This design comes from an exercise in tuning for small area on the open sky130 flow, not from production work.
The RTL was checked by simulation tests, not by an equivalence proof against the original design.
Power figures rest on the tool's default switching activity, not on a simulated workload.

### design/flow/flow/run.sh
#!/bin/bash
# Own layout flow: the standard synthesis, then the combinational gates
# re-mapped by ABC for area (registers untouched), then the standard
# layout with CTS adding no dummy loads and buf_1 port buffers.
# Each tool's log is written to this folder (and ORFS's under orfs/logs).
set -euo pipefail
WORK=$(pwd)
FLOW_DIR=$WORK/flow
RES=$WORK/orfs/results/$FLOW_PLATFORM/board_top/base
YOSYS=$FLOW_HOME/../tools/install/yosys/bin/yosys
[[ -x $YOSYS ]] || YOSYS=yosys

bash standard.sh synth > standard_synth.log 2>&1

cp $RES/1_2_yosys.v $WORK/standard_1_2_yosys.v
export REMAP_LIB=$FLOW_HOME/platforms/$FLOW_PLATFORM/lib/sky130_fd_sc_hd__tt_025C_1v80.lib
export REMAP_NETLIST=$WORK/standard_1_2_yosys.v
export REMAP_SCRIPT=$FLOW_DIR/remap.abc
export REMAP_OUT=$WORK/remap.v
export REMAP_DONT_USE="$(sed -n '/DONT_USE_CELLS += /,/^#/p' $FLOW_HOME/platforms/$FLOW_PLATFORM/config.mk | grep -o 'sky130_fd_sc_hd__[a-z0-9_]*' | tr '\n' ' ')"
$YOSYS -c $FLOW_DIR/remap.tcl > remap_yosys.log 2>&1
cp $REMAP_OUT $RES/1_2_yosys.v
touch $RES/1_2_yosys.v

export CTS_ARGS="-sink_clustering_enable -repair_clock_nets -dont_use_dummy_load -buf_list sky130_fd_sc_hd__clkbuf_16 -sink_clustering_size 26 -sink_clustering_max_diameter 100"
export BUFFER_PORTS_ARGS="-buffer_cell sky130_fd_sc_hd__buf_1"
bash standard.sh > standard_finish.log 2>&1
### design/flow/flow/remap.abc
&get -n
&st
&dch
&nf -R 1000 -p
&st
&dch
&nf -R 1000 -p
&st
&dch
&nf -R 1000 -p
&put
### design/flow/flow/remap.tcl
# Re-map the combinational logic of the standard synthesis for area.
# Registers are kept as the instances, names and cell types the standard
# synthesis gave them; only the gates between them are mapped again.
yosys -import
set lib $::env(REMAP_LIB)
set netlist $::env(REMAP_NETLIST)
read_liberty -ignore_miss_func $lib
read_verilog $netlist
hierarchy -top $::env(FLOW_TOP)
set seq {}
foreach c [split [string trim [tee -q -s result.string select -list-mod t:sky130_fd_sc_hd__*df* t:sky130_fd_sc_hd__*dl*]] "\n"] {
  lappend seq $c
}
set cells [lsort -unique [regexp -all -inline {sky130_fd_sc_hd__\w+} [exec cat $netlist]]]
set keep {}
foreach c $cells {
  if { [regexp {__(s?e?df|dl|sdl)} $c] } { lappend keep $c }
}
puts "registers kept as cells: $keep"
foreach c $keep { setattr -mod -set keep_hierarchy 1 $c }
flatten
opt_clean -purge
set du {}
foreach c $::env(REMAP_DONT_USE) { lappend du -dont_use $c }
abc -liberty $lib {*}$du -script $::env(REMAP_SCRIPT)
opt_clean -purge
hilomap -singleton -hicell sky130_fd_sc_hd__conb_1 HI -locell sky130_fd_sc_hd__conb_1 LO
insbuf -buf sky130_fd_sc_hd__buf_4 A X
select board_top
write_verilog -selected -noattr -nohex -nodec $::env(REMAP_OUT).raw.v
select -clear
design -reset
read_liberty -lib $lib
read_verilog $::env(REMAP_OUT).raw.v
hierarchy -check -top $::env(FLOW_TOP)
tee -o remap_stat.txt stat -liberty $lib
check -assert -mapped
write_verilog -noattr -nohex -nodec $::env(REMAP_OUT)
### design/flow/standard.sh
#!/bin/bash
# synth_recipe.tcl (not shown) runs the flow's synth.tcl, then flattens the netlist and writes it again
# the make line also repeats each setting of config.mk as NAME=value (left out here)
make -C /OpenROAD-flow-scripts/flow DESIGN_CONFIG=/design/flow/config.mk WORK_HOME=/design/flow/orfs CLKGATE_MAP_FILE= SYNTH_SCRIPT=/design/flow/synth_recipe.tcl "${@:-finish}"
### design/flow/config.mk
export PLATFORM = sky130hd
export DESIGN_NAME = board_top
export DESIGN_NICKNAME = board_top
export VERILOG_FILES = /design/flow/design.v
export SDC_FILE = /design/flow/constraint.sdc
export NUM_CORES = 4
export LEC_CHECK = 0
export CAP_MARGIN = 0
export CORE_MARGIN = 2
export CORE_UTILIZATION = 65
export SLEW_MARGIN = 0
### design/flow/constraint.sdc
create_clock -name core_clock -period 10.0 [get_ports {clk_100m}]
set_input_delay 2.0000 -clock core_clock [delete_from_list [all_inputs] [get_ports {clk_100m}]]
set_output_delay 2.0000 -clock core_clock [all_outputs]
set_load 0.01 [all_outputs]
### design/flow/design.v
package motor_pkg;
	typedef struct packed {
		logic               write;
		logic [15-1:0] addr;
		logic [32-1:0] wdata;
	} reg_req_t;
	typedef struct packed {
		logic a;
		logic b;
	} enc_in_t;
	typedef struct packed {
		logic pwm;
		logic brake;
		logic droff;     
	} motor_out_t;
	typedef enum logic [8-1:0] {
		OFS_INC_CNT     = 8'd0,
		OFS_INC_ERR     = 8'd1,
		OFS_PWM_CYCLE   = 8'd2,
		OFS_MOTION_CTRL = 8'd3
	} reg_ofs_e;
	typedef struct packed {
		logic brake;     
		logic enable;    
	} motion_ctrl_t;
endpackage
`timescale 1ns/1ps
module board_top (
	input  logic                  clk_100m,
	input  logic                  rst_n,
	input  logic                  fpga_rstn,
	input  logic                  sclk,
	input  logic                  mosi,
	input  logic                  cs_n,
	output logic                  miso,
	input  logic [3:0]            dip,
	input  logic [4-1:0] enc_a,           
	input  logic [4-1:0] enc_b,           
	output logic [4-1:0] motor_pwm,       
	output logic [4-1:0] motor_brake,
	output logic [4-1:0] motor_droff
);
	logic [3:0] rst_cnt;
	logic       core_rst_n, age2, age3;
	assign core_rst_n = rst_cnt[3];
	assign age2       = rst_cnt[3] & rst_cnt[1];
	assign age3       = age2 & rst_cnt[0];
	always_ff @(posedge clk_100m)
	begin
		if (!rst_n || !fpga_rstn)
			rst_cnt <= '0;
		else if (!age3)
			rst_cnt <= rst_cnt + 1'b1;
	end
	logic [1:0]  sclk_sync, mosi_sync, cs_sync;
	logic        sclk_s, mosi_s, cs_s, sclk_d, sclk_rise, sclk_fall;
	logic [5:0]  bit_cnt;
	logic        req_valid, out_en;
	logic [32:0] shreg;
	logic [1:0]  wr_mot, wr_ofs;         
	logic        rd_req, wr_req;
	logic [31:0] rdata, wdata;
	logic [14:0] addr;
	assign sclk_s    = sclk_sync[1] & age2;
	assign mosi_s    = mosi_sync[1];
	assign cs_s      = cs_sync[1];
	assign sclk_rise = sclk_s & ~(sclk_d & age3);
	assign sclk_fall = ~sclk_s & sclk_d & age3;
	assign rd_req    = req_valid & ~bit_cnt[5];    
	assign wr_req    = req_valid & bit_cnt[5];     
	assign addr      = shreg[14:0];
	assign wdata     = shreg[31:0];
	assign miso      = out_en & (sclk_d ? shreg[32] : shreg[31]);
	always_ff @(posedge clk_100m)
	begin
		if (!core_rst_n)
		begin
			bit_cnt   <= '0;
			req_valid <= 1'b0;
			out_en    <= 1'b0;
		end
		else
		begin
			req_valid <= 1'b0;
			if (cs_s)
				bit_cnt <= '0;
			else if (sclk_rise && bit_cnt != 6'd48)
			begin
				bit_cnt <= bit_cnt + 1'b1;
				if (bit_cnt == 6'd15 || bit_cnt == 6'd47)
					req_valid <= 1'b1;
			end
			if (cs_s)
				out_en <= 1'b0;
			else if (rd_req)
				out_en <= 1'b1;
			else if (sclk_fall && bit_cnt == 6'd48)
				out_en <= 1'b0;
		end
	end
	always_ff @(posedge clk_100m)
	begin
		sclk_sync <= {sclk_sync[0], sclk};
		sclk_d    <= sclk_sync[1];
		mosi_sync <= {mosi_sync[0], mosi};
		cs_sync   <= {cs_sync[0], cs_n};
		if (rd_req)
			shreg <= {rdata[31], rdata};
		else if (sclk_rise)
			shreg <= {shreg[31:0], mosi_s};
	end
	logic       mot_blk, mot_hit;
	logic [1:0] mot_idx;
	assign mot_blk = (addr[14:11] == 4'd0) && (addr[10:8] != 3'd0) && (addr[10:8] <= 3'd4);
	assign mot_idx = 2'(addr[10:8] - 3'd1);
	assign mot_hit = mot_blk && (addr[7:2] == 6'd0);
	always_ff @(posedge clk_100m)
	begin
		if (req_valid)
		begin
			wr_mot <= mot_idx;
			wr_ofs <= (shreg[15] && mot_hit) ? addr[1:0] : 2'd1;
		end
	end
	logic [3:0] dip_s0, dip_s1;
	always_ff @(posedge clk_100m)
	begin
		dip_s0 <= dip;
		dip_s1 <= dip_s0;
	end
	logic [6:0] period_cnt;
	logic       period_start;
	assign period_start = (period_cnt == 7'd0);
	always_ff @(posedge clk_100m)
	begin
		if (!core_rst_n || period_cnt == 7'd99)
			period_cnt <= '0;
		else
			period_cnt <= period_cnt + 1'b1;
	end
	logic [3:0][31:0] cnt, err;
	logic [3:0][15:0] duty;
	logic [3:0][1:0]  motion;     
	logic [31:0] wdata_g;
	assign wdata_g = wdata & {32{core_rst_n}};
	for (genvar m = 0; m < 4; m++)
	begin : g_motor
		logic [1:0]  a_sync, b_sync, prev, prev_m, curr;
		logic        step, step_dn, illegal, sel, ld_cnt, ld_duty, ld_motion;
		logic [6:0]  duty_q, duty_sat;
		logic [32:0] c_cnt, c_err;
		assign sel       = wr_req && (wr_mot == 2'(m));
		assign ld_cnt    = !core_rst_n || (sel && wr_ofs == 2'd0);
		assign ld_duty   = !core_rst_n || (sel && wr_ofs == 2'd2);
		assign ld_motion = !core_rst_n || (sel && wr_ofs == 2'd3);
		assign curr      = {a_sync[1], b_sync[1]} & {2{age2}};
		assign prev_m    = prev & {2{age3}};
		assign illegal   = &(prev_m ^ curr);
		assign step      = ^(prev_m ^ curr);
		assign step_dn   = !(prev_m[1] ^ curr[0]);
		assign c_cnt[0] = step;
		assign c_err[0] = illegal;
		for (genvar i = 0; i < 32; i++)
		begin : g_bit
			assign c_cnt[i+1] = c_cnt[i] & (cnt[m][i] ^ step_dn);
			assign c_err[i+1] = c_err[i] & err[m][i];
		end
		always_ff @(posedge clk_100m)
		begin
			a_sync <= {a_sync[0], enc_a[m]};
			b_sync <= {b_sync[0], enc_b[m]};
			prev   <= {a_sync[1], b_sync[1]};
			cnt[m] <= ld_cnt ? wdata_g : (cnt[m] ^ c_cnt[31:0]);
			err[m] <= (err[m] ^ c_err[31:0]) & {32{core_rst_n}};
			if (ld_duty)
				duty[m] <= wdata_g[15:0];
			if (ld_motion)
				motion[m] <= wdata_g[1:0];
		end
		assign duty_sat = (|duty[m][15:7]) ? 7'h7F : duty[m][6:0];
		always_ff @(posedge clk_100m)
		begin
			if (period_start)
				duty_q <= duty_sat;
			motor_pwm[m] <= core_rst_n && motion[m][0] &&
				(period_start ? (duty[m] != 16'd0) : (period_cnt < duty_q));
		end
		assign motor_brake[m] = motion[m][1];
		assign motor_droff[m] = ~motion[m][0];
	end
	logic       is_ver, is_dip, unmapped;
	logic [3:0] sel_m;
	assign is_ver   = (addr == 15'h0000);
	assign is_dip   = (addr == 15'h0001);
	assign sel_m    = mot_hit ? (4'd1 << mot_idx) : 4'd0;
	assign unmapped = !is_ver && !is_dip && !mot_hit;
	always_comb
	begin
		rdata = {32{unmapped}} | ({32{is_ver}} & 32'h0004_0100) | {28'd0, {4{is_dip}} & dip_s1};
		for (int m = 0; m < 4; m++)
			rdata = rdata
				| ({32{sel_m[m] && addr[1:0] == 2'd0}} & cnt[m])
				| ({32{sel_m[m] && addr[1:0] == 2'd1}} & err[m])
				| ({32{sel_m[m] && addr[1:0] == 2'd2}} & {16'd0, duty[m]})
				| ({32{sel_m[m] && addr[1:0] == 2'd3}} & {30'd0, motion[m]});
	end
endmodule
==> impl_metrics.tcl, run 1 <==
set metrics [dict create \
    yosys_warnings 1 \
    clock_tree.htree_level_count 1 \
    crit_required_ns 10.46 \
    setup_repair_after_global_routing_missed_its_margin "no" \
    slew_headroom_pct 9.71 \
    drt_iter0_drc 2375 \
    syn_area_um2 20400 \
    nets 2265 \
    crit_arrival_ns 7.79 \
    post_cts.resized_instances 0 \
    wl_per_cell_um 23.1 \
    first_pass_iters 9 \
    grt_pass1_vias 17000 \
    areaGrowthSynthToFinish_pct 7.12 \
    buffer_ports.inserted 30 \
    setup_total_negative_slack_ns 0 \
    final.period_utilization_pct 73.3 \
    grt_max_degree 94 \
    design_power_total_w 0.00286 \
    std_cell_rows 64 \
    routed-via-count 18200 \
    syn_nets 2178 \
    grt_pass1_wl_um 94400 \
    drt.antenna.violating_nets 0 \
    clock_insertion_delay_worst_skew_ns 0.56 \
    die_h_um 181 \
    timing.critical_path.from_type "flip-flop" \
    detailed_place_hpwl_um 42900 \
    transition_time_at_the_pin_with_the_least_slew_margin_ns 1.34 \
    clk_transition_reported_paths_ns 0.10 \
    final_hold_viol_count 0 \
    finalMaxSlewViolations 0 \
    initial_core_utilization_pct 66.4 \
    vias_per_cell 6.87 \
    cts_hold_buffers 0 \
    cts.sink_count 455 \
    boundaryPins 31 \
    cts_buffers 21 \
    post_layout_min_period_ns 7.33 \
    die_area_um2 32800 \
    pwr_density_cell_nw_per_um2 131 \
    report.final.setup_viol 0 \
    drt_wl_total_um 61000 \
    skew_ns 0.0500 \
    worst_hold_slack_after_final_layout_ns 0.308 \
    postSynthAreaPerCell_um2 9.45 \
    power.static_leakage_nw 7.04 \
    timing.hold.worst_path_depth 0 \
    fp.coreArea_um2 30700 \
    status "no timing/DRC/antenna violations" \
    grt_ovf 0 \
    min_path_type "flip-flop to flip-flop" \
    max_clock_freq_mhz 136 \
    cts_root_buffer "clkbuf_16" \
    setup.worst_path.end_class "flip-flop" \
    die_width_um 181 \
    cts_buffer_depth 3 \
    synthesis.instances 2160 \
    grt_use_total_pct 36.5 \
    worst-r2r-cell-count 26 \
    timing_worst_setup_path_type "flip-flop to flip-flop" \
    cap_violations 0 \
    cts_post_setup_buffers_inserted 0 \
    antenna_found_initial 0 \
    tritoncts "yes" \
    n_antenna_cell 0 \
    remaining_drcs 0 \
    vdd.ir_drop.worst_uv 137 \
    drive_gt1_share_pct 3.39 \
    path_max_fanout 29 \
    globalplace.congestion 0.951 \
]
-- final cells by class --
type                            count  area (um^2)
Sequential cell                   455        10500
Multi-Input combinational cell   1649         9770
Fill cell                        2422         8880
Clock buffer                       21          526
Tap cell                          396          495
Timing Repair Buffer               68          398
Inverter                           52          195
-- registers in the layout (all words and copies together), names as in the netlist, 6 cells and up --
name and count:
bit_cnt 6, cnt 128, duty 64, err 128, g_motor.a_sync 8, g_motor.b_sync 8, g_motor.duty_q 28, g_motor.prev 8
motion 8, period_cnt 7, shreg 33
-- stage by stage --
step	setup WS [ns]	utilization (%)	cells	instance area, um^2
after floorplan	1.39	-	2160	20400
after global placement	3.25	69.4	2620	21300
after detailed placement	2.90	69.4	2620	21300
after CTS	2.83	71.1	2641	21900
after global routing	1.73	71.1	2641	21900
final	2.67	71.1	2641	21900
-- final timing paths --
check / startpoint / slack, ns / end
setup / recovery: rst_cnt[0]$_SDFFE_PP0P_ / 2.67 / err[63]$_DFF_P_
hold / removal: g_motor[0].a_sync[0]$_DFF_P_ / 0.31 / g_motor[0].a_sync[1]$_DFF_P_
setup reg to reg: rst_cnt[0]$_SDFFE_PP0P_ / 2.67 / err[63]$_DFF_P_
hold reg to reg: g_motor[0].a_sync[0]$_DFF_P_ / 0.31 / g_motor[0].a_sync[1]$_DFF_P_
-- critical path, stage by stage (launching register included) --
cell and delay [ns]:
dfxtp_1 0.84, a21oi_1 0.15, nor3_1 0.30, and2_0 0.29, nand3_1 0.13, nor2b_1 0.37, nand3_1 0.16, nor2b_1 0.49
nand3_1 0.19, nor2b_1 0.39, nand3_1 0.16, nor2b_1 0.48, nand3_1 0.17, nor2b_1 0.33, nand3_1 0.16, nor2b_1 0.41
nand3_1 0.17, nor2b_1 0.45, nand3_1 0.17, nor2b_1 0.35, nand3_1 0.15, nor2b_1 0.35, nand4_1 0.22, nor2_1 0.16
nand2_1 0.07, nand2_1 0.06, nor2_1 0.04
-- power breakdown --
group | switching, W | internal [W]
logic | 0.00000288 | 0.00000362
registers | 0.00000602 | 0.00190
clock network | 0.000575 | 0.000379
total | 0.000584 | 0.00228
-- routing by layer --
| layer | up-vias | routed length, um | track usage (%) |
|---|---|---|---|
| met5 | - | 0 | 0 |
| met4 | 0 | 2630 | 15.3 |
| met3 | 175 | 7360 | 8.20 |
| met2 | 1091 | 26900 | 56.7 |
| met1 | 8596 | 24200 | 49.7 |
| li1 | 8290 | - | - |
-- cell usage in the layout, fill, tap and decap left out, types with 44 or more instances in the layout --
cell and n:
nor3_1 44, nor2_1 212, o21ai_0 98, nand2_1 259, nor2b_1 44, a22oi_1 129
and3_1 52, clkinv_1 52, a21oi_1 156, edfxtp_1 137, xor2_1 72, nand3_1 65
or3_1 45, xnor2_1 57, dfxtp_1 317
==> run 2: changes to the inputs <==
--- a/design/flow/design.v
+++ b/design/flow/design.v
@@ -55,6 +55,6 @@
 	logic [1:0]  sclk_sync, mosi_sync, cs_sync;
 	logic        sclk_s, mosi_s, cs_s, sclk_d, sclk_rise, sclk_fall;
-	logic [5:0]  bit_cnt;
-	logic        req_valid, out_en;
+	logic [5:0]  state;
+	logic        out_en;
 	logic [32:0] shreg;
 	logic [1:0]  wr_mot, wr_ofs;         
@@ -67,6 +67,7 @@
 	assign sclk_rise = sclk_s & ~(sclk_d & age3);
 	assign sclk_fall = ~sclk_s & sclk_d & age3;
-	assign rd_req    = req_valid & ~bit_cnt[5];    
-	assign wr_req    = req_valid & bit_cnt[5];     
+	assign rd_req    = (state == 6'd16);
+	assign wr_req    = (state == 6'd49);
+	assign out_en    = (state >= 6'd17) && (state <= 6'd50);
 	assign addr      = shreg[14:0];
 	assign wdata     = shreg[31:0];
@@ -74,28 +75,10 @@
 	always_ff @(posedge clk_100m)
 	begin
-		if (!core_rst_n)
-		begin
-			bit_cnt   <= '0;
-			req_valid <= 1'b0;
-			out_en    <= 1'b0;
-		end
-		else
-		begin
-			req_valid <= 1'b0;
-			if (cs_s)
-				bit_cnt <= '0;
-			else if (sclk_rise && bit_cnt != 6'd48)
-			begin
-				bit_cnt <= bit_cnt + 1'b1;
-				if (bit_cnt == 6'd15 || bit_cnt == 6'd47)
-					req_valid <= 1'b1;
-			end
-			if (cs_s)
-				out_en <= 1'b0;
-			else if (rd_req)
-				out_en <= 1'b1;
-			else if (sclk_fall && bit_cnt == 6'd48)
-				out_en <= 1'b0;
-		end
+		if (!core_rst_n || cs_s)
+			state <= '0;
+		else if (state == 6'd49 || state == 6'd50)
+			state <= {5'b11001, sclk_fall};
+		else if (rd_req || (sclk_rise && state <= 6'd48))
+			state <= state + 1'b1;
 	end
 	always_ff @(posedge clk_100m)
@@ -117,5 +100,5 @@
 	always_ff @(posedge clk_100m)
 	begin
-		if (req_valid)
+		if (rd_req)
 		begin
 			wr_mot <= mot_idx;
@@ -148,6 +131,8 @@
 		logic [1:0]  a_sync, b_sync, prev, prev_m, curr;
 		logic        step, step_dn, illegal, sel, ld_cnt, ld_duty, ld_motion;
-		logic [6:0]  duty_q, duty_sat;
+		logic [6:0]  duty_q;
+		logic        duty_hi, duty_hi_q;
 		logic [32:0] c_cnt, c_err;
+		logic [31:0] y_cnt, s_cnt, s_err;
 		assign sel       = wr_req && (wr_mot == 2'(m));
 		assign ld_cnt    = !core_rst_n || (sel && wr_ofs == 2'd0);
@@ -161,8 +146,11 @@
 		assign c_cnt[0] = step;
 		assign c_err[0] = illegal;
+		assign y_cnt    = cnt[m] ^ {32{step_dn}};
 		for (genvar i = 0; i < 32; i++)
 		begin : g_bit
-			assign c_cnt[i+1] = c_cnt[i] & (cnt[m][i] ^ step_dn);
-			assign c_err[i+1] = c_err[i] & err[m][i];
+			assign s_cnt[i]   = y_cnt[i] ^ c_cnt[i];
+			assign c_cnt[i+1] = y_cnt[i] & c_cnt[i];
+			assign s_err[i]   = err[m][i] ^ c_err[i];
+			assign c_err[i+1] = err[m][i] & c_err[i];
 		end
 		always_ff @(posedge clk_100m)
@@ -171,6 +159,6 @@
 			b_sync <= {b_sync[0], enc_b[m]};
 			prev   <= {a_sync[1], b_sync[1]};
-			cnt[m] <= ld_cnt ? wdata_g : (cnt[m] ^ c_cnt[31:0]);
-			err[m] <= (err[m] ^ c_err[31:0]) & {32{core_rst_n}};
+			cnt[m] <= ld_cnt ? wdata_g : (s_cnt ^ {32{step_dn}});
+			err[m] <= s_err & {32{core_rst_n}};
 			if (ld_duty)
 				duty[m] <= wdata_g[15:0];
@@ -178,11 +166,15 @@
 				motion[m] <= wdata_g[1:0];
 		end
-		assign duty_sat = (|duty[m][15:7]) ? 7'h7F : duty[m][6:0];
+		assign duty_hi = |duty[m][15:7];
 		always_ff @(posedge clk_100m)
 		begin
 			if (period_start)
-				duty_q <= duty_sat;
+			begin
+				duty_q    <= duty[m][6:0];
+				duty_hi_q <= duty_hi;
+			end
 			motor_pwm[m] <= core_rst_n && motion[m][0] &&
-				(period_start ? (duty[m] != 16'd0) : (period_cnt < duty_q));
+				(period_start ? (duty_hi || duty[m][6:0] != 7'd0) :
+				                (duty_hi_q || period_cnt < duty_q));
 		end
 		assign motor_brake[m] = motion[m][1];
--- a/design/flow/flow/run.sh
+++ b/design/flow/flow/run.sh
@@ -16,5 +16,5 @@
 export REMAP_LIB=$FLOW_HOME/platforms/$FLOW_PLATFORM/lib/sky130_fd_sc_hd__tt_025C_1v80.lib
 export REMAP_NETLIST=$WORK/standard_1_2_yosys.v
-export REMAP_SCRIPT=$FLOW_DIR/remap.abc
+export REMAP_SCRIPTS="$(ls $FLOW_DIR/remap*.abc | tr "\n" " ")"
 export REMAP_OUT=$WORK/remap.v
 export REMAP_DONT_USE="$(sed -n '/DONT_USE_CELLS += /,/^#/p' $FLOW_HOME/platforms/$FLOW_PLATFORM/config.mk | grep -o 'sky130_fd_sc_hd__[a-z0-9_]*' | tr '\n' ' ')"
--- a/design/flow/flow/remap.tcl
+++ b/design/flow/flow/remap.tcl
@@ -1,5 +1,6 @@
 # Re-map the combinational logic of the standard synthesis for area.
 # Registers are kept as the instances, names and cell types the standard
-# synthesis gave them; only the gates between them are mapped again.
+# synthesis gave them; only the gates between them are mapped again. Each
+# ABC script in REMAP_SCRIPTS is tried and the smallest result is kept.
 yosys -import
 set lib $::env(REMAP_LIB)
@@ -8,8 +9,4 @@
 read_verilog $netlist
 hierarchy -top $::env(FLOW_TOP)
-set seq {}
-foreach c [split [string trim [tee -q -s result.string select -list-mod t:sky130_fd_sc_hd__*df* t:sky130_fd_sc_hd__*dl*]] "\n"] {
-  lappend seq $c
-}
 set cells [lsort -unique [regexp -all -inline {sky130_fd_sc_hd__\w+} [exec cat $netlist]]]
 set keep {}
@@ -21,8 +18,24 @@
 flatten
 opt_clean -purge
+design -save base
 set du {}
 foreach c $::env(REMAP_DONT_USE) { lappend du -dont_use $c }
-abc -liberty $lib {*}$du -script $::env(REMAP_SCRIPT)
-opt_clean -purge
+set best_area 1e18
+set best_script ""
+foreach script $::env(REMAP_SCRIPTS) {
+  design -load base
+  abc -liberty $lib {*}$du -script $script
+  opt_clean -purge
+  set st [tee -q -s result.string stat -liberty $lib]
+  regexp {Chip area for (?:top )?module '[^']*board_top': ([0-9.]+)} $st -> area
+  puts "REMAP script $script area $area"
+  if { $area < $best_area } {
+    set best_area $area
+    set best_script $script
+    design -save best
+  }
+}
+puts "REMAP best $best_script area $best_area"
+design -load best
 hilomap -singleton -hicell sky130_fd_sc_hd__conb_1 HI -locell sky130_fd_sc_hd__conb_1 LO
 insbuf -buf sky130_fd_sc_hd__buf_4 A X
==> design/flow/flow/remap1.abc (new file) <==
&get -n
&st
&dch
&nf -R 1000 -p
&put
==> design/flow/flow/remap2.abc (new file) <==
&get -n
&st
&dch
&nf -R 1000 -p
&st
&dch
&nf -R 1000 -p
&st
&dch
&nf -R 1000 -p
&put
==> design/flow/flow/remap3.abc (new file) <==
&get -n
&st
&dch
&nf -R 1000 -p -a -F 8 -A 8
&st
&dch
&nf -R 1000 -p -a
&put
==> design/flow/flow/remap4.abc (new file) <==
&get -n
&st
&syn2
&dch -f
&nf -R 1000 -p
&st
&syn2
&dch -f
&nf -R 1000 -p
&put
==> design/flow/flow/remap5.abc (new file) <==
&get -n
&st
&dch
&nf -R 1000
&put
--- a/design/flow/config.mk
+++ b/design/flow/config.mk
@@ -8,4 +8,4 @@
 export CAP_MARGIN = 0
 export CORE_MARGIN = 2
-export CORE_UTILIZATION = 65
+export CORE_UTILIZATION = 80
 export SLEW_MARGIN = 0
removed: design/flow/flow/remap.abc
==> run 2 against run 1 <==
Compared with the run above: still clean on timing, DRC and antenna; routed wire length rose by 2.3%; count of clock-buffer cells in the layout did not move; power rose by 0.35%; flip-flop and latch count rose by 2; setup slack got worse by 0.61 ns; area after synthesis fell by 2.9%; fmax fell by 7.6%; largest power group unchanged; highest routed layer is now met5.
==> impl_metrics.tcl, run 2 <==
set metrics [dict create \
    reg2reg_setup_slack_ns 2.06 \
    std_cell_rows 57 \
    min_path_type "flip-flop to flip-flop" \
    setup.worst_path.end_class "flip-flop" \
    timing.rr.start "rst_cnt[3]$_SDFFE_PP0P_" \
    grt_use_total_pct 47.2 \
    die_area_um2 26100 \
    cts.sink_count 457 \
    clock_insertion_delay_worst_skew_ns 0.57 \
    layoutNonFillerInstCount 2395 \
    crit_arrival_ns 8.43 \
    cap_violations 0 \
    die_h_um 161 \
    postSynthAreaPerCell_um2 9.96 \
    syn_nets 2009 \
    post_layout_min_period_ns 7.94 \
    clock_tree.htree_level_count 1 \
    areaGrowthSynthToFinish_pct 6.64 \
    worst-r2r-cell-count 22 \
    nets 2090 \
    setup_repair_after_global_routing_missed_its_margin "no" \
    antenna_found_initial 3 \
    syn_area_um2 19800 \
    drt_iter0_drc 3787 \
    final_hold_viol_count 0 \
    grt_ovf 0 \
    worst_hold_startpoint "g_motor[2].b_sync[0]$_DFF_P_" \
    swShare_pct 20.3 \
    layout.cells.most_common "dfxtp_1" \
    wl_per_cell_um 26.1 \
    finalMaxSlewViolations 0 \
    power.internal_w 0.00229 \
    cts_root_buffer "clkbuf_16" \
    capture_instance_of_the_worst_register_to_register_path "cnt[31]$_DFF_P_" \
    tritoncts "yes" \
    drive_gt1_share_pct 3.33 \
    pwr_density_cell_nw_per_um2 136 \
    die_width_um 161 \
    finish.utilization_pct 86.9 \
    cts_hold_buffers 0 \
    synthesis.instances 1991 \
    max_clock_freq_mhz 126 \
    grt_pass1_vias 17500 \
    clock_power_share_pct 33.2 \
    dp_cells 2373 \
    hold_end "g_motor[2].b_sync[1]$_DFF_P_" \
    skew_ns 0.0548 \
    timing.hold.worst_path_depth 0 \
    first_pass_iters 10 \
    grt_pass1_wl_um 96000 \
    report.final.setup_viol 0 \
    cts_buffer_depth 3 \
    drt.antenna.violating_nets 0 \
    switching_power_w 0.000584 \
    setup_total_negative_slack_ns 0 \
    cts_post_setup_buffers_inserted 0 \
    globalplace.congestion 0.999 \
    timing_worst_setup_path_type "flip-flop to flip-flop" \
    yosys_warnings 1 \
    buffer_ports.inserted 30 \
    status "no timing/DRC/antenna violations" \
    vias_per_cell 7.68 \
    mostFrequentLayoutCells "dfxtp_1, a21oi_1, o21ai_0" \
    slew_headroom_pct 14.1 \
    clk_transition_reported_paths_ns 0.12 \
    drt_wl_total_um 62400 \
    largestRegisters "cnt x128, err x128, duty x64" \
    crit_required_ns 10.49 \
    fp.coreArea_um2 24300 \
    timing.critical_path.from_type "flip-flop" \
    final.period_utilization_pct 79.4 \
    comb_power_share_pct 0.3 \
    routed-via-count 18400 \
    cts_buffers 21 \
    initial_core_utilization_pct 81.5 \
    post_cts.resized_instances 0 \
    path_max_fanout 61 \
    detailed_place_hpwl_um 42800 \
    vdd.ir_drop.worst_uv 171 \
    power_frac_seq_pct 66.6 \
    remaining_drcs 0 \
    transition_time_at_the_pin_with_the_least_slew_margin_ns 1.29 \
    grt_max_degree 86 \
    boundaryPins 31 \
    power.static_leakage_nw 7.28 \
]
-- run 2: through the flow --
stage | power, W | worst slack [ns] | area (um^2) | hold slack (ns)
3_3_place_gp | 0.00196 | 2.74 | 20600 | 0.310
5_1_grt | 0.00291 | 1.29 | 21100 | 0.312
3_5_place_dp | 0.00196 | 2.36 | 20600 | 0.312
2_1_floorplan | 0.00196 | -0.0508 | 19800 | 0.310
4_1_cts | 0.00284 | 2.27 | 21100 | 0.301
6_report | 0.00287 | 2.06 | 21100 | 0.300
-- run 2: worst max-delay path by stage --
| stage | end | start | slack (ns) | cells past startpoint |
|---|---|---|---|---|
| floorplan | cnt[31]$_DFF_P_ | rst_cnt[3]$_SDFFE_PP0P_ | -0.05 | 21 |
| global placement | cnt[31]$_DFF_P_ | rst_cnt[3]$_SDFFE_PP0P_ | 2.74 | 22 |
| detailed placement | cnt[31]$_DFF_P_ | rst_cnt[3]$_SDFFE_PP0P_ | 2.36 | 22 |
| CTS | cnt[31]$_DFF_P_ | rst_cnt[3]$_SDFFE_PP0P_ | 2.27 | 22 |
| global route | cnt[31]$_DFF_P_ | rst_cnt[3]$_SDFFE_PP0P_ | 1.29 | 22 |
| finish | cnt[31]$_DFF_P_ | rst_cnt[3]$_SDFFE_PP0P_ | 2.06 | 22 |
-- run 2: area by class of cell --
cell class              instances  area, um^2
flip-flops and latches        457       10600
multi-input cells            1492        9150
fillers                      1279        3180
clock buffers                  21         526
well taps                     324         405
repair buffers                 62         353
inverters                      38         143
diodes                          1        2.50
-- run 2: metal layers --
layer | up-vias | GRT usage [%] | wire, um
li1 | 7785 | - | -
met1 | 8582 | 62.6 | 21800
met2 | 1646 | 71.7 | 26900
met3 | 379 | 16.3 | 10400
met4 | 4 | 18.2 | 3270
met5 | - | 2.65 | 105
-- run 2: critical path, cell delays in order, from the launching register on --
cell and delay (ns):
dfxtp_4 0.77, nand2_1 0.56, nor3_2 0.29, buf_4 0.46
xnor2_1 0.18, nand2b_1 0.14, a21o_1 0.22, a21oi_1 0.31
o21ai_0 0.28, a21oi_1 0.30, a21boi_0 0.40, o21ai_0 0.35
a21oi_1 0.40, a21boi_0 0.43, o21ai_0 0.30, a211o_1 0.35
a211oi_1 0.47, o21ai_0 0.36, a211o_1 0.37, a211oi_1 0.38
o21ai_0 0.19, xor2_1 0.18, a22oi_1 0.16
-- run 2: power by group through the flow --
stage	clock (W)	combinational, W	sequential [W]
after floorplan	0	0.00000371	0.00195
after global placement	0	0.00000682	0.00195
after detailed placement	0	0.00000728	0.00195
after CTS	0.000922	0.00000735	0.00191
after global routing	0.000991	0.00000818	0.00191
final	0.000953	0.00000735	0.00191
==> run 3: changes to the inputs <==
--- a/design/flow/config.mk
+++ b/design/flow/config.mk
@@ -8,4 +8,4 @@
 export CAP_MARGIN = 0
 export CORE_MARGIN = 2
-export CORE_UTILIZATION = 80
+export CORE_UTILIZATION = 65
 export SLEW_MARGIN = 0
==> run 3 against run 2 <==
Compared with the run above: clock skew down 0.0095 ns; die area increased by 22%; worst hold slack improved by 0.026 ns; clock power decreased by 0.7%; fmax grew 6.2%; critical path depth stayed put; routed wire length fell by 5.8%; global-route usage shrank 10 points; largest cell class unchanged.
==> impl_metrics.tcl, run 3 <==
set metrics [dict create \
    reg2reg_setup_slack_ns 2.53 \
    globalplace.congestion 0.934 \
    placedInstanceArea_um2 20700 \
    vias_per_cell 7.00 \
    post_layout_min_period_ns 7.47 \
    first_pass_iters 8 \
    clk_transition_reported_paths_ns 0.11 \
    setup.worst_path.end_class "flip-flop" \
    final_hold_viol_count 0 \
    critPathTopFamily "compound AO/OA/AOI/OAI gates" \
    die_h_um 179 \
    buffer_ports.inserted 30 \
    path_max_fanout 42 \
    layout.cells.most_common "dfxtp_1" \
    grt_most_used_layer "met2" \
    nets 2094 \
    mostFrequentLayoutCells "dfxtp_1, a21oi_1, o21ai_0" \
    timing.critical_path.cells "nand2_1 -> nor3_2 -> buf_4 -> xnor2_1 -> nand2b_1 -> a21o_1 -> a21oi_1 -> o21ai_0 -> a21oi_1 -> a21boi_0 -> o21ai_0 -> a21oi_1 -> a21boi_0 -> o21ai_0 -> a211o_1 -> a211oi_1 -> o21ai_0 -> a211o_1 -> a211oi_1 -> o21ai_0 -> xor2_1 -> a22oi_1" \
    remaining_drcs 0 \
    n_antenna_cell 0 \
    pwr_density_cell_nw_per_um2 135 \
    timing.critical_path.from_type "flip-flop" \
    fp.coreArea_um2 29900 \
    cts_buffer_depth 3 \
    tritoncts "yes" \
    grt_ovf 0 \
    slew_headroom_pct 10.9 \
    synthesis.instances 1991 \
    grt_pass1_wl_um 90300 \
    min_path_type "flip-flop to flip-flop" \
    cts_root_buffer "clkbuf_16" \
    n_fill_cell 2301 \
    std_cell_rows 63 \
    grt_max_degree 67 \
    routed-via-count 17300 \
    die_area_um2 31900 \
    cap_violations 0 \
    final.period_utilization_pct 74.7 \
    critical-path-top-cell-by-count "o21ai_0" \
    status "no timing/DRC/antenna violations" \
    crit_arrival_ns 7.89 \
    postSynthAreaPerCell_um2 9.96 \
    yosys_warnings 1 \
    finish.utilization_pct 71.2 \
    area_used_by_multi_input_combinational_logic_um2 9160 \
    wl_per_cell_um 23.9 \
    cts_hold_buffers 0 \
    timing_worst_setup_path_type "flip-flop to flip-flop" \
    critical_path.slowest_cell "dfxtp_4" \
    syn_nets 2009 \
    max_clock_freq_mhz 134 \
    grt_pass1_vias 15800 \
    clock_tree.htree_level_count 1 \
    timing.critical_path.slowest_cell_delay_ns 0.63 \
    path_buf_inv 1 \
    global_route.usage.met3_pct 10.1 \
    grt_use_total_pct 37.0 \
    largestRegisters "cnt x128, err x128, duty x64" \
    clock_insertion_delay_worst_skew_ns 0.57 \
    cts_buffers 21 \
    die_width_um 179 \
    transition_time_at_the_pin_with_the_least_slew_margin_ns 1.32 \
    cts_post_setup_buffers_inserted 0 \
    met2_usage_pct 54.4 \
    syn_area_um2 19800 \
    crit_required_ns 10.42 \
    detailed_place_hpwl_um 40700 \
    drt_iter0_drc 2819 \
    power.static_leakage_nw 7.31 \
    final_area_um2 21300 \
    vdd.ir_drop.worst_uv 155 \
    initial_core_utilization_pct 66.4 \
    area.sequential_um2 10600 \
    areaGrowthSynthToFinish_pct 7.26 \
    grtUsageMet1_pct 54.1 \
    cts.sink_count 457 \
    setup_repair_after_global_routing_missed_its_margin "no" \
    post_cts.resized_instances 0 \
    antenna_found_initial 0 \
    report.final.setup_viol 0 \
    drt.antenna.violating_nets 0 \
    worst_hold_slack_after_final_layout_ns 0.325 \
    skew_ns 0.0453 \
    drt_wl_total_um 58800 \
    drive_gt1_share_pct 3.66 \
    boundaryPins 31 \
    finalMaxSlewViolations 0 \
]
[run 3: cell count changes in the layout (fill, tap and decap cells not counted)]
| cell | before | now |
|---|---|---|
| buf_4 | 32 | 36 |
| nor2_1 | 141 | 139 |
| diode_2 | 1 | 0 |
| nor2_2 | 5 | 6 |
| nor2_4 | 1 | 2 |
| nor2b_1 | 20 | 19 |
| nor2b_2 | 0 | 1 |
[run 3: layout make-up]
cell class              instances  area share [%]
flip-flops and latches        457            49.7
multi-input cells            1492            43.1
clock buffers                  21            2.47
well taps                     390            2.29
repair buffers                 66            1.80
inverters                      38           0.671
[run 3: through the flow]
step / setup TNS, ns / instances / power, W / worst slack [ns]
2_1_floorplan: -0.0940 / 1991 / 0.00196 / -0.0508
5_1_grt: 0 / 2464 / 0.00292 / 1.75
6_report: 0 / 2464 / 0.00286 / 2.53
3_5_place_dp: 0 / 2443 / 0.00196 / 2.58
3_3_place_gp: 0 / 2443 / 0.00196 / 2.87
4_1_cts: 0 / 2464 / 0.00287 / 2.60
[run 3: worst reg2reg max path, stage by stage, from the launching register on]
cell      delay (ns)
dfxtp_4         0.63
nand2_1         0.48
nor3_2          0.29
buf_4           0.45
xnor2_1         0.18
nand2b_1        0.13
a21o_1          0.22
a21oi_1         0.26
o21ai_0         0.27
a21oi_1         0.34
a21boi_0        0.50
o21ai_0         0.35
a21oi_1         0.33
a21boi_0        0.39
o21ai_0         0.28
a211o_1         0.33
a211oi_1        0.44
o21ai_0         0.33
a211o_1         0.35
a211oi_1        0.37
o21ai_0         0.19
xor2_1          0.17
a22oi_1         0.07
[run 3: metal layers]
metal  routed length, um  vias up
met3                8150      143
met1               24200     8190
met5                   0        -
li1                    -     7796
met2               24900     1130
met4                1490        0
[run 3: where the power goes]
group / internal (W) / leakage (nW) / switching, W
Combinational: 0.00000367 / 2.87 / 0.00000334
Sequential: 0.00191 / 4.18 / 0.00000647
Clock: 0.000378 / 0.259 / 0.000567
[run 3: path summary, 6_finish.rpt]
check | startpoint | endpoint | cells past startpoint
max reg2reg | rst_cnt[3]$_SDFFE_PP0P_ | cnt[31]$_DFF_P_ | 22
min | g_motor[1].b_sync[0]$_DFF_P_ | g_motor[1].b_sync[1]$_DFF_P_ | 0
max | rst_cnt[3]$_SDFFE_PP0P_ | cnt[31]$_DFF_P_ | 22
min reg2reg | g_motor[1].b_sync[0]$_DFF_P_ | g_motor[1].b_sync[1]$_DFF_P_ | 0
==> run 4: changes to the inputs <==
==> design/flow/flow/remap6.abc (new file) <==
&get -n
&st
&dch
&nf -R 1000 -p -C 32
&st
&dch
&nf -R 1000 -p -C 32
&st
&dch
&nf -R 1000 -p -C 32
&put
==> design/flow/flow/remap7.abc (new file) <==
&get -n
&st
&dch
&nf -R 1000 -p
&st
&dch
&nf -R 1000 -p
&st
&dch
&nf -R 1000 -p
&st
&dch
&nf -R 1000 -p
&st
&dch
&nf -R 1000 -p
&put
==> design/flow/flow/remap8.abc (new file) <==
&get -n
&st
&dc2
&dch
&nf -R 1000 -p
&st
&dc2
&dch
&nf -R 1000 -p
&st
&dc2
&dch
&nf -R 1000 -p
&put
--- a/design/flow/config.mk
+++ b/design/flow/config.mk
@@ -8,4 +8,4 @@
 export CAP_MARGIN = 0
 export CORE_MARGIN = 2
-export CORE_UTILIZATION = 65
+export CORE_UTILIZATION = 70
 export SLEW_MARGIN = 0
==> run 4 against run 3 <==
Compared with the run above: sequential share of layout area grew 0.10 points; non-clock buffer count up 1; first-iteration DRC count fell by 4.0%; final cell count decreased by 0.89%; fmax decreased by 7.8%; synthesized cell count shrank 0.55%; cell area decreased by 0.21%; critical endpoint is now cnt[127]$_DFF_P_; count of clock-buffer cells in the layout did not move; global-route usage is 2.1 points higher.
==> impl_metrics.tcl, run 4 <==
set metrics [dict create \
    layout.cells.most_common "dfxtp_1" \
    antenna_found_initial 0 \
    capture_instance_of_the_worst_register_to_register_path "cnt[127]$_DFF_P_" \
    setup_repair_after_global_routing_missed_its_margin "no" \
    final_hold_viol_count 0 \
    report.final.setup_viol 0 \
    crit_required_ns 10.45 \
    drive_gt1_share_pct 3.73 \
    clk_transition_reported_paths_ns 0.11 \
    std_cell_rows 61 \
    post_layout_min_period_ns 8.10 \
    area.sequential_um2 10600 \
    slew_headroom_pct 11.3 \
    finish.utilization_pct 76.4 \
    cts_post_setup_buffers_inserted 0 \
    cap_violations 0 \
    path_max_fanout 72 \
    remaining_drcs 0 \
    cts_hold_buffers 0 \
    path_buf_inv 1 \
    final.period_utilization_pct 81.0 \
    cts.sink_count 457 \
    worst-r2r-cell-count 22 \
    largestRegisters "cnt x128, err x128, duty x64" \
    wl_per_cell_um 24.0 \
    timing.critical_path.slowest_cell_delay_ns 0.82 \
    initial_core_utilization_pct 71.2 \
    timing.critical_path.from_type "flip-flop" \
    synthesis.instances 1980 \
    cts_buffer_depth 3 \
    die_h_um 172 \
    timing_worst_setup_path_type "flip-flop to flip-flop" \
    die_area_um2 29600 \
    critPathTopFamily "compound AO/OA/AOI/OAI gates" \
    fp.coreArea_um2 27800 \
    n_fill_cell 1982 \
    clock_insertion_delay_worst_skew_ns 0.56 \
    drt_wl_total_um 58500 \
    drt.antenna.violating_nets 0 \
    tritoncts "yes" \
    globalplace.congestion 0.916 \
    syn_area_um2 19800 \
    detailed_place_hpwl_um 40000 \
    min_path_type "flip-flop to flip-flop" \
    die_width_um 172 \
    vdd.ir_drop.worst_uv 160 \
    nets 2084 \
    crit_arrival_ns 8.55 \
    n_antenna_cell 0 \
    vias_per_cell 7.09 \
    routed-via-count 17300 \
    hold_end "g_motor[1].b_sync[1]$_DFF_P_" \
    yosys_warnings 1 \
    grt_max_degree 75 \
    critical_path_depth 22 \
    power.static_leakage_nw 7.28 \
    worst_hold_startpoint "g_motor[1].b_sync[0]$_DFF_P_" \
    transition_time_at_the_pin_with_the_least_slew_margin_ns 1.33 \
    cts_buffers 21 \
    postSynthAreaPerCell_um2 10.0 \
    finalMaxSlewViolations 0 \
    grt_ovf 0 \
    max_clock_freq_mhz 123 \
    timing.rr.start "rst_cnt[3]$_SDFFE_PP0P_" \
    grt_pass1_wl_um 88200 \
    grt_use_total_pct 39.0 \
    clock_tree.htree_level_count 1 \
    grt_pass1_vias 15600 \
    timing.critical_path.cells "nand2_1 -> nor3_4 -> buf_4 -> xnor2_1 -> nand2b_1 -> a21o_1 -> a21oi_1 -> o21ai_0 -> a21oi_1 -> a21boi_0 -> o21ai_0 -> a21oi_1 -> a21boi_0 -> o21ai_0 -> a211o_1 -> a211oi_1 -> o21ai_0 -> a211o_1 -> a211oi_1 -> o21ai_0 -> xor2_1 -> a22oi_1" \
    syn_nets 1998 \
    setup.worst_path.end_class "flip-flop" \
    buffer_ports.inserted 30 \
    post_cts.resized_instances 0 \
    boundaryPins 31 \
    first_pass_iters 9 \
    pwr_density_cell_nw_per_um2 135 \
    drt_iter0_drc 2706 \
    design_power_total_w 0.00286 \
    critical-path-top-cell-by-count "o21ai_0" \
    cts_root_buffer "clkbuf_16" \
    area_used_by_multi_input_combinational_logic_um2 9130 \
    areaGrowthSynthToFinish_pct 7.21 \
    mostFrequentLayoutCells "dfxtp_1, a21oi_1, o21ai_0" \
    skew_ns 0.0520 \
    critical_path.slowest_cell "dfxtp_4" \
    status "no timing/DRC/antenna violations" \
    timing.hold.worst_path_depth 0 \
    reg2reg_setup_slack_ns 1.90 \
]
[run 4: worst reg2reg max path, cell delays in order, from the launching register on]
cell and delay [ns]:
dfxtp_4 0.82, nand2_1 0.57, nor3_4 0.32, buf_4 0.44
xnor2_1 0.21, nand2b_1 0.15, a21o_1 0.24, a21oi_1 0.27
o21ai_0 0.28, a21oi_1 0.32, a21boi_0 0.47, o21ai_0 0.33
a21oi_1 0.31, a21boi_0 0.39, o21ai_0 0.30, a211o_1 0.35
a211oi_1 0.45, o21ai_0 0.32, a211o_1 0.36, a211oi_1 0.48
o21ai_0 0.24, xor2_1 0.20, a22oi_1 0.19
[run 4: layer usage]
| layer | GRT usage, % | part of all wire (%) |
|---|---|---|
| met1 | 52.7 | 38 |
| met2 | 62.8 | 45 |
| met3 | 6.82 | 12 |
| met4 | 16.0 | 4.7 |
| met5 | 0 | 0 |
[run 4: how the worst max path moves through the flow]
stage	from	end	slack, ns
5_1_grt	rst_cnt[3]$_SDFFE_PP0P_	cnt[127]$_DFF_P_	1.24
3_3_place_gp	rst_cnt[3]$_SDFFE_PP0P_	cnt[127]$_DFF_P_	2.45
2_1_floorplan	rst_cnt[3]$_SDFFE_PP0P_	cnt[31]$_DFF_P_	-0.05
4_1_cts	rst_cnt[3]$_SDFFE_PP0P_	cnt[127]$_DFF_P_	2.05
3_5_place_dp	rst_cnt[3]$_SDFFE_PP0P_	cnt[127]$_DFF_P_	2.09
6_report	rst_cnt[3]$_SDFFE_PP0P_	cnt[127]$_DFF_P_	1.90
[run 4: metrics by stage]
step                      hold WS, ns  TNS (ns)  std cells  area [um^2]  setup WS [ns]
after detailed placement        0.312         0       2421        20700           2.09
after CTS                       0.331         0       2442        21200           2.05
after floorplan                 0.310   -0.0963       1980        19800        -0.0520
final                           0.328         0       2442        21200           1.90
after global routing            0.333         0       2442        21200           1.24
after global placement          0.311         0       2421        20700           2.45
[run 4: report_power, final]
part / switching [W] / leakage (nW) / total, W / internal, W
Clock: 0.000563 / 0.259 / 0.000941 / 0.000378
Sequential: 0.00000614 / 4.18 / 0.00191 / 0.00191
Combinational: 0.00000368 / 2.84 / 0.00000738 / 0.00000370
[run 4: area by class of cell]
cell class                      instances  share of cell area [%]
Sequential cell                       457                    49.8
Multi-Input combinational cell       1481                    43.0
Clock buffer                           21                    2.48
Tap cell                              378                    2.23
Timing Repair Buffer                   67                    1.84
Inverter                               38                   0.672
==> run 5: changes to the inputs <==
--- a/design/flow/flow/run.sh
+++ b/design/flow/flow/run.sh
@@ -23,5 +23,5 @@
 touch $RES/1_2_yosys.v
 
-export CTS_ARGS="-sink_clustering_enable -repair_clock_nets -dont_use_dummy_load -buf_list sky130_fd_sc_hd__clkbuf_16 -sink_clustering_size 26 -sink_clustering_max_diameter 100"
+export CTS_ARGS="-sink_clustering_enable -repair_clock_nets -dont_use_dummy_load -buf_list sky130_fd_sc_hd__clkbuf_16 -sink_clustering_size 28 -sink_clustering_max_diameter 100"
 export BUFFER_PORTS_ARGS="-buffer_cell sky130_fd_sc_hd__buf_1"
 bash standard.sh > standard_finish.log 2>&1
--- a/design/flow/config.mk
+++ b/design/flow/config.mk
@@ -8,4 +8,4 @@
 export CAP_MARGIN = 0
 export CORE_MARGIN = 2
-export CORE_UTILIZATION = 70
+export CORE_UTILIZATION = 65
 export SLEW_MARGIN = 0
==> run 5 against run 4 <==
Compared with the run above: still clean on timing, DRC and antenna; count of clock-buffer cells in the layout fell by 1; fmax rose by 6.1%; final cell count rose by 0.45%; worst hold slack got worse by 0.048 ns.
==> impl_metrics.tcl, run 5 <==
set metrics [dict create \
    status "no timing/DRC/antenna violations" \
    die_area_um2 31900 \
    synthesis.instances 1980 \
    timing_worst_setup_path_type "flip-flop to flip-flop" \
    die_h_um 179 \
    critical-path-top-cell-by-count "and3_1" \
    drt_iter0_drc 2389 \
    drt.antenna.violating_nets 0 \
    cts_buffers 20 \
    cts_post_setup_buffers_inserted 0 \
    first_pass_iters 9 \
    max_clock_freq_mhz 131 \
    power.static_leakage_nw 7.27 \
    transition_time_at_the_pin_with_the_least_slew_margin_ns 1.27 \
    finalMaxSlewViolations 0 \
    syn_area_um2 19800 \
    areaGrowthSynthToFinish_pct 7.21 \
    final_area_um2 21200 \
    clk_transition_reported_paths_ns 0.11 \
    vdd.ir_drop.worst_uv 176 \
    post_cts.resized_instances 0 \
    cts.sink_count 457 \
    die_width_um 179 \
    timing.critical_path.from_type "flip-flop" \
    final.period_utilization_pct 76.4 \
    dp_cells 2433 \
    drt_wl_total_um 59100 \
    detailed_place_hpwl_um 40500 \
    n_antenna_cell 0 \
    critical_path.slowest_cell "dfxtp_4" \
    wl_per_cell_um 24.1 \
    remaining_drcs 0 \
    setup_repair_after_global_routing_missed_its_margin "no" \
    grt_pass1_vias 15900 \
    switching_power_w 0.000575 \
    report.final.setup_viol 0 \
    clock_tree.htree_level_count 1 \
    path_max_fanout 64 \
    comb_power_share_pct 0.3 \
    crit_required_ns 10.45 \
    mostFrequentLayoutCells "dfxtp_1, a21oi_1, o21ai_0" \
    n_fill_cell 2332 \
    antenna_found_initial 0 \
    grt_use_total_pct 37.2 \
    cts_hold_buffers 0 \
    power.internal_w 0.00227 \
    largestRegisters "cnt x128, err x128, duty x64" \
    boundaryPins 31 \
    slew_headroom_pct 14.9 \
    grt_max_degree 83 \
    area_used_by_multi_input_combinational_logic_um2 9140 \
    postSynthAreaPerCell_um2 10.0 \
    crit_arrival_ns 8.09 \
    critPathTopFamily "simple AND/OR/NAND/NOR gates" \
    clock_insertion_delay_worst_skew_ns 0.56 \
    initial_core_utilization_pct 66.4 \
    routed-via-count 17200 \
    min_path_type "flip-flop to flip-flop" \
    grt_ovf 0 \
    cts_root_buffer "clkbuf_16" \
    pwr_density_cell_nw_per_um2 134 \
    clock_power_share_pct 32.6 \
    std_cell_rows 63 \
    fp.coreArea_um2 29800 \
    drive_gt1_share_pct 3.68 \
    path_buf_inv 0 \
    globalplace.congestion 0.918 \
    setup.worst_path.end_class "flip-flop" \
    grt_pass1_wl_um 90800 \
    yosys_warnings 1 \
    tritoncts "yes" \
    timing.critical_path.slowest_cell_delay_ns 0.79 \
    placedInstanceArea_um2 20700 \
    cts_buffer_depth 3 \
    final_hold_viol_count 0 \
    buffer_ports.inserted 30 \
    syn_nets 1998 \
    nets 2083 \
    skew_ns 0.0655 \
    post_layout_min_period_ns 7.64 \
    cap_violations 0 \
    power_frac_seq_pct 67.2 \
    area.sequential_um2 10600 \
    layout.cells.most_common "dfxtp_1" \
    vias_per_cell 7.00 \
    layoutNonFillerInstCount 2453 \
    swShare_pct 20.2 \
]
==> run 5: cell count changes in the layout (fill, tap and decap cells not counted) <==
| cell | previous run | this run |
|---|---|---|
| clkbuf_16 | 21 | 20 |
| nor2_4 | 1 | 3 |
| nor2_2 | 7 | 5 |
==> run 5: layer usage <==
metal / GRT usage, % / vias up / part of all wire, %
met3: 5.73 / 182 / 11
met4: 14.0 / 0 / 4.4
met2: 59.5 / 1006 / 45
met1: 51.2 / 8233 / 40
met5: 0 / - / 0
li1: - / 7762 / -
==> run 5: worst paths after layout <==
kind	startpoint	slack, ns	cells after the start	to
worst max-delay path	rst_cnt[3]$_SDFFE_PP0P_	2.36	26	err[31]$_DFF_P_
worst min-delay path	g_motor[0].a_sync[0]$_DFF_P_	0.28	0	g_motor[0].a_sync[1]$_DFF_P_
worst max register to register	rst_cnt[3]$_SDFFE_PP0P_	2.36	26	err[31]$_DFF_P_
worst min register to register	g_motor[0].a_sync[0]$_DFF_P_	0.28	0	g_motor[0].a_sync[1]$_DFF_P_
==> run 5: worst register-to-register path, delay by kind of cell, from the launching register on <==
family / cells / cell delay [ns]
simple gates: 26 / 6.77
flops: 1 / 0.79
==> run 5: cell type report <==
| class | count | share of cell area, % |
|---|---|---|
| multi-input combinational | 1481 | 43.0 |
| tap | 390 | 2.30 |
| clock buffer | 20 | 2.36 |
| timing repair buffer | 67 | 1.84 |
| inverter | 38 | 0.672 |
| sequential | 457 | 49.8 |
==> run 5: power by group through the flow <==
stage	logic, W	registers [W]	clock network [W]
after global placement	0.00000720	0.00195	0
final	0.00000732	0.00191	0.000927
after detailed placement	0.00000730	0.00195	0
after global routing	0.00000810	0.00191	0.000981
after floorplan	0.00000373	0.00195	0
after CTS	0.00000747	0.00191	0.000930
==> run 5: stage by stage <==
stage | total power [W] | setup WS, ns | hold WS, ns | util, % | setup TNS [ns]
3_5_place_dp | 0.00196 | 2.46 | 0.312 | 69.5 | 0
5_1_grt | 0.00290 | 1.51 | 0.285 | 71.2 | 0
3_3_place_gp | 0.00196 | 2.71 | 0.310 | 69.5 | 0
6_report | 0.00285 | 2.36 | 0.280 | 71.2 | 0
2_1_floorplan | 0.00196 | -0.0520 | 0.310 | - | -0.0963
4_1_cts | 0.00285 | 2.45 | 0.287 | 71.2 | 0

static timing again, ports no longer ideal:
No port has a modelled driver above. Below, the same layouts with a new extraction and two added sets of constraints.
Step 1: set_driving_cell puts a clkbuf_16 on clk_100m and a buf_2 on each other input, an assumption about the parent block.
Step 2 moves the port delays by t, midway between the first and last clock arrival at a register: inputs arrive t later, outputs are due t later. That takes back most of the time a late clock gives input paths.
a / b / c = no drivers / after step 1 / after step 2; a / b = the first two.
run	t (ns)	setup WS [ns]	hold slack, ns	worst slew at a driven data input, ns
run 1	0.590	2.669 / 2.669 / 2.669	0.308 / 0.308 / 0.308	0.03
run 2	0.595	2.063 / 2.063 / 2.063	0.300 / 0.300 / 0.300	0.04
run 3	0.603	2.528 / 2.528 / 2.528	0.325 / 0.325 / 0.325	0.04
run 4	0.587	1.896 / 1.896 / 1.896	0.328 / 0.328 / 0.328	0.03
run 5	0.577	2.361 / 2.361 / 2.361	0.280 / 0.280 / 0.280	0.04
After both steps every run listed still meets setup and hold.
